Source: an optimization exercise on an open RTL-to-GDS flow (aim: small area and a short achievable clock period). Production flows keep margins and buffers that such runs may drop. Function was checked by simulation only, so behaviour that the tests miss may differ from the original. No activity file was given, so power comes from the tool's default toggle rates.

==> flow/design.v (excerpt) <==
module stereo_cap_top (
	input  logic                    clk_25_2m,
	input  logic                    reset,
	input  logic                    cam1_vsync,
	input  logic                    cam1_href,
	input  video_pkg::cam_byte_t    cam1_data,
	input  logic                    cam2_vsync,
	input  logic                    cam2_href,
	input  video_pkg::cam_byte_t    cam2_data,
	output logic                    hdmi_de,
	output logic                    hdmi_hs,
	output logic                    hdmi_vs,
	output video_pkg::pixel_t       hdmi_d
);
export LEC_CHECK = 0
export CAP_MARGIN = 20
export CORE_MARGIN = 2
export CORE_UTILIZATION = 55
export CTS_BUF_LIST = sky130_fd_sc_hd__clkbuf_16
export CTS_CLUSTER_DIAMETER = 80
export CTS_CLUSTER_SIZE = 28
export GPL_TIMING_DRIVEN = 0
export SLEW_MARGIN = 20
create_clock -name core_clock -period 8.0 [get_ports {clk_25_2m}]
standard.sh (not shown) runs the stock make flow with config.mk's settings and CLKGATE_MAP_FILE= SYNTH_SCRIPT=/design/flow/synth_recipe.tcl, a recipe that flattens the netlist after the stock synthesis.
==> flow/flow/run.sh <==
#!/bin/bash
set -euo pipefail
MARGIN=$(cat flow/margin.txt)
bash standard.sh \
	MATCH_CELL_FOOTPRINT=0 \
	SETUP_SLACK_MARGIN=$MARGIN \
	"BUFFER_PORTS_ARGS=-buffer_cell sky130_fd_sc_hd__buf_4" \
	finish > make_finish.log 2>&1
==> flow/flow/margin.txt <==
5.3
==> next run, changes <==
- CAP_MARGIN: 20 -> 5
- GPL_TIMING_DRIVEN: 0 -> unset
- SLEW_MARGIN: 20 -> 5
Outcome: The changed run finished with timing, DRC and antenna clean; total power is lower by a few percent; clock-buffer cell count rose by 2; routed wire length decreases by a few percent; synthesized area stays the same; maximum frequency rose by a few percent; design area falls by a few percent; critical path depth went down by 9; utilization falls by 2.7 points; die area stays the same; first-iteration DRC count decreases by roughly a tenth; clock power came out higher slightly.

Starting RTL as in the previous note.
Settings: LEC_CHECK=0, CAP_MARGIN=20, CORE_MARGIN=2, CORE_UTILIZATION=55, CTS_BUF_LIST=sky130_fd_sc_hd__clkbuf_16, CTS_CLUSTER_DIAMETER=80, CTS_CLUSTER_SIZE=28, SLEW_MARGIN=20; clock period 8.0 ns.
==> flow/flow/run.sh <==
#!/bin/bash
set -euo pipefail
MARGIN=$(cat flow/margin.txt)
EXTRA=()
if [[ -f flow/extra.txt ]]; then
	while IFS= read -r line; do
		[[ -n "$line" ]] && EXTRA+=("$line")
	done < flow/extra.txt
fi
bash standard.sh \
	MATCH_CELL_FOOTPRINT=0 \
	SETUP_SLACK_MARGIN=$MARGIN \
	"BUFFER_PORTS_ARGS=-buffer_cell sky130_fd_sc_hd__buf_4" \
	"${EXTRA[@]}" \
	finish > make_finish.log 2>&1
==> flow/flow/extra.txt <==
SKIP_GATE_CLONING=1
==> flow/flow/margin.txt <==
5.2
The baseline completed without violations.
Edit:
==> flow/flow/run.sh (replaced) <==
#!/bin/bash
set -euo pipefail
MARGIN=$(cat flow/margin.txt)
bash standard.sh \
	MATCH_CELL_FOOTPRINT=0 \
	SETUP_SLACK_MARGIN=$MARGIN \
	"BUFFER_PORTS_ARGS=-buffer_cell sky130_fd_sc_hd__buf_4" \
	finish > make_finish.log 2>&1
==> flow/flow/margin.txt (replaced) <==
5.5
removed: flow/flow/extra.txt
Clock-buffer cell count does not change.
Worst setup slack improves by 0.13 ns.
Cell count goes up by about 0.9%.
Final area goes up by about 2.5%.
Total power climbs by about 2%.
Clock skew climbs by 0.011 ns.
Synthesized area does not change.

Another version of the RTL of stereo_cap_top (not shown whole).
Size: roughly 3000 cells after synthesis, roughly 1600 flip-flops, about 63000 um^2 of cells after synthesis.
==> flow/config.mk <==
export PLATFORM = sky130hd
export DESIGN_NAME = stereo_cap_top
export DESIGN_NICKNAME = stereo_cap_top
export VERILOG_FILES = /design/flow/design.v
export SDC_FILE = /design/flow/constraint.sdc
export NUM_CORES = 4
export LEC_CHECK = 0
export CAP_MARGIN = 20
export CORE_MARGIN = 2
export CORE_UTILIZATION = 40
export SLEW_MARGIN = 20
==> flow/constraint.sdc <==
create_clock -name core_clock -period 8.0 [get_ports {clk_25_2m}]
set_input_delay 1.6000 -clock core_clock [delete_from_list [all_inputs] [get_ports {clk_25_2m}]]
set_output_delay 1.6000 -clock core_clock [all_outputs]
set_load 0.01 [all_outputs]
run.sh (not shown) runs the stock make flow with config.mk's settings and CLKGATE_MAP_FILE= SYNTH_SCRIPT=/design/flow/synth_recipe.tcl, a recipe that flattens the netlist after the stock synthesis.
Stock flow here: none of the scripts above is used.
The baseline went through all stages and came out clean.
Next try:
Settings changed: CORE_UTILIZATION 40 to 55, SETUP_SLACK_MARGIN from default to 5.0.
After rerunning: The new run completed without violations. Final area is higher by 0.43%. Sequential power hardly moves. Synthesized area is unchanged.
Next try:
Settings changed: SETUP_SLACK_MARGIN 5.0 to 4.5.
Sequential share of layout area climbs by 0.86 points.
Synthesized area stays the same.
Clock-buffer cell count drops by 15.
Fmax drops by about 13%.
Critical path depth stays the same.
Non-clock buffer count drops by 15.
Clock power drops by about 4%.
Power drops by about 2%.
Wire length drops by 3.1%.
Design area drops by about 1.3%.

RTL: one of the versions met above, not the one the previous note started from.
Size in the first run: ~2,900 cells after synthesis, roughly 1,600 flip-flops, ~49 I/O pins, ~0.063 sq mm of cells after synthesis.
export LEC_CHECK = 0
export CAP_MARGIN = 20
export CORE_MARGIN = 2
export CORE_UTILIZATION = 55
export CTS_BUF_LIST = sky130_fd_sc_hd__clkbuf_16
export CTS_CLUSTER_DIAMETER = 80
export CTS_CLUSTER_SIZE = 28
export SLEW_MARGIN = 20
create_clock -name core_clock -period 8.0 [get_ports {clk_25_2m}]
standard.sh (not shown) runs the stock make flow with config.mk's settings and CLKGATE_MAP_FILE= SYNTH_SCRIPT=/design/flow/synth_recipe.tcl, a recipe that flattens the netlist after the stock synthesis.
==> flow/flow/run.sh <==
#!/bin/bash
set -euo pipefail
MARGIN=$(cat flow/margin.txt)
bash standard.sh \
	MATCH_CELL_FOOTPRINT=0 \
	SETUP_SLACK_MARGIN=$MARGIN \
	"BUFFER_PORTS_ARGS=-buffer_cell sky130_fd_sc_hd__buf_4" \
	finish > make_finish.log 2>&1
==> flow/flow/margin.txt <==
5.1
Edit:
--- a/flow/flow/run.sh
+++ b/flow/flow/run.sh
@@ -3,0 +4,6 @@
+EXTRA=()
+if [[ -f flow/extra.txt ]]; then
+	while IFS= read -r line; do
+		[[ -n "$line" ]] && EXTRA+=("$line")
+	done < flow/extra.txt
+fi
@@ -7,0 +14 @@
+	"${EXTRA[@]}" \
==> flow/flow/extra.txt (new file) <==
CTS_ARGS=-sink_clustering_enable -repair_clock_nets -sink_clustering_size 28 -sink_clustering_max_diameter 80 -buf_list sky130_fd_sc_hd__clkbuf_16 -dont_use_dummy_load
==> flow/flow/margin.txt (replaced) <==
5.15
What happened: The changed run ran to the end with no violations; clock-buffer cell count decreases by 1; final area stays flat; register-to-register slack improves by 98 ps; non-clock buffer count increases by 6; fmax grows by 3.5%; routed wire length grows by 0.54%; synthesized area does not change; die area is unchanged; worst hold slack gets better by 8.8 ps.
Edit:
==> flow/flow/margin.txt (replaced) <==
5.2
Result: The new run went through all stages and came out clean. Total power barely changes. Register-to-register slack improves by 20 ps. Via count climbs by 0.71%. Routed wire length went up by 2.4%.
Edit:
==> flow/flow/run.sh (replaced) <==
#!/bin/bash
set -euo pipefail
MARGIN=$(cat flow/margin.txt)
bash standard.sh \
	MATCH_CELL_FOOTPRINT=0 \
	SETUP_SLACK_MARGIN=$MARGIN \
	"BUFFER_PORTS_ARGS=-buffer_cell sky130_fd_sc_hd__buf_4" \
	finish > make_finish.log 2>&1
Settings changed: CORE_UTILIZATION 55 to 62.
removed: flow/flow/extra.txt
=> The changed run ran to the end with no violations; register-to-register slack improves by 40 ps; power is higher by 0.68%; first-iteration DRC count is higher by 5.1%; clock-buffer cell count is higher by 3; synthesized cell count stays the same.
Edit:
Settings changed: CORE_UTILIZATION 62 to 55.
After rerunning: Sequential share of layout area is lower by 0.87 points. Combinational power stays flat. Total power is higher by about 0.56%. Die area rose by about 13%.

== run a ==
Starting RTL as in the previous note.
==> flow/config.mk <==
export PLATFORM = sky130hd
export DESIGN_NAME = stereo_cap_top
export DESIGN_NICKNAME = stereo_cap_top
export VERILOG_FILES = /design/flow/design.v
export SDC_FILE = /design/flow/constraint.sdc
export NUM_CORES = 4
export LEC_CHECK = 0
export CAP_MARGIN = 20
export CORE_MARGIN = 2
export CORE_UTILIZATION = 55
export CTS_BUF_LIST = sky130_fd_sc_hd__clkbuf_16
export CTS_CLUSTER_DIAMETER = 80
export CTS_CLUSTER_SIZE = 28
export SLEW_MARGIN = 20
==> flow/constraint.sdc <==
create_clock -name core_clock -period 8.0 [get_ports {clk_25_2m}]
set_input_delay 1.6000 -clock core_clock [delete_from_list [all_inputs] [get_ports {clk_25_2m}]]
set_output_delay 1.6000 -clock core_clock [all_outputs]
set_load 0.01 [all_outputs]
==> flow/flow/run.sh <==
#!/bin/bash
set -euo pipefail
MARGIN=$(cat flow/margin.txt)
EXTRA=()
if [[ -f flow/extra.txt ]]; then
	while IFS= read -r line; do
		[[ -n "$line" ]] && EXTRA+=("$line")
	done < flow/extra.txt
fi
bash standard.sh \
	MATCH_CELL_FOOTPRINT=0 \
	SETUP_SLACK_MARGIN=$MARGIN \
	"BUFFER_PORTS_ARGS=-buffer_cell sky130_fd_sc_hd__buf_4" \
	"${EXTRA[@]}" \
	finish > make_finish.log 2>&1
==> flow/flow/extra.txt <==
CTS_ARGS=-sink_clustering_enable -repair_clock_nets -sink_clustering_size 28 -sink_clustering_max_diameter 80 -buf_list sky130_fd_sc_hd__clkbuf_16 -dont_use_dummy_load -branching_point_buffers_distance 1000
==> flow/flow/margin.txt <==
5.2
diff inputs: run a => run b
==> flow/flow/extra.txt <==
CTS_ARGS=-sink_clustering_enable -repair_clock_nets -sink_clustering_size 28 -sink_clustering_max_diameter 80 -buf_list sky130_fd_sc_hd__clkbuf_16 -dont_use_dummy_load
==> flow/flow/margin.txt <==
5.25
Results
Higher relative max-transition margin among run b and run a: run a
Count of non-CTS buffers in the layout for run b: 12 up relative to run a
Side by side, total length of routed met3 wires turned out higher in run b than in run a.
Across both runs, global-route usage was higher for run b than for run a.
Half-perimeter wire length of the detailed placement result for run b is higher than for run a.
Wire length for run b: about 3% up relative to run a

## re-timing with driven ports
The results above use ideal ports. As a check the final layouts listed here were re-extracted and re-timed, cells and wires unchanged.
Step 1, drivers: a clkbuf_16 drives clk_25_2m and a buf_2 each remaining input, both assumed.
Step 2 also shifts input and output timing later by t, the mid clock arrival at the registers, as if the neighbouring blocks saw the same clock.
a / b / c = ideal ports / drivers / drivers and shift; a / b = the first two.
run	shift t [ns]	setup WS [ns]	cell pins on the clock port's net
the first run of note 1	0.732	5.136 / 5.106 / 4.614	1
the second run of note 1	0.756	5.213 / 5.136 / 4.634	1
the first run of note 2	0.746	5.123 / 5.123 / 4.601	1
the second run of note 2	0.742	5.249 / 5.170 / 4.718	1
the first run of note 3	0.845	3.887 / 3.887 / 3.887	1
the second run of note 3	0.812	5.062 / 4.997 / 4.331	1
the third run of note 3	0.820	4.630 / 4.630 / 3.973	1
the first run of note 4	0.738	5.061 / 5.061 / 4.473	1
the second run of note 4	0.726	5.160 / 5.138 / 4.515	1
the third run of note 4	0.736	5.184 / 5.153 / 4.568	1
the fourth run of note 4	0.753	5.220 / 5.143 / 4.530	1
the fifth run of note 4	0.746	5.210 / 5.152 / 4.549	1
run a	0.736	5.184 / 5.153 / 4.568	1
run b	0.734	5.218 / 5.186 / 4.620	1
After both steps setup and hold are still met in every run listed. For the second run of note 3, which loses most, drivers alone change the setup slack by -0.065 ns; drivers and shift together by -0.731 ns.
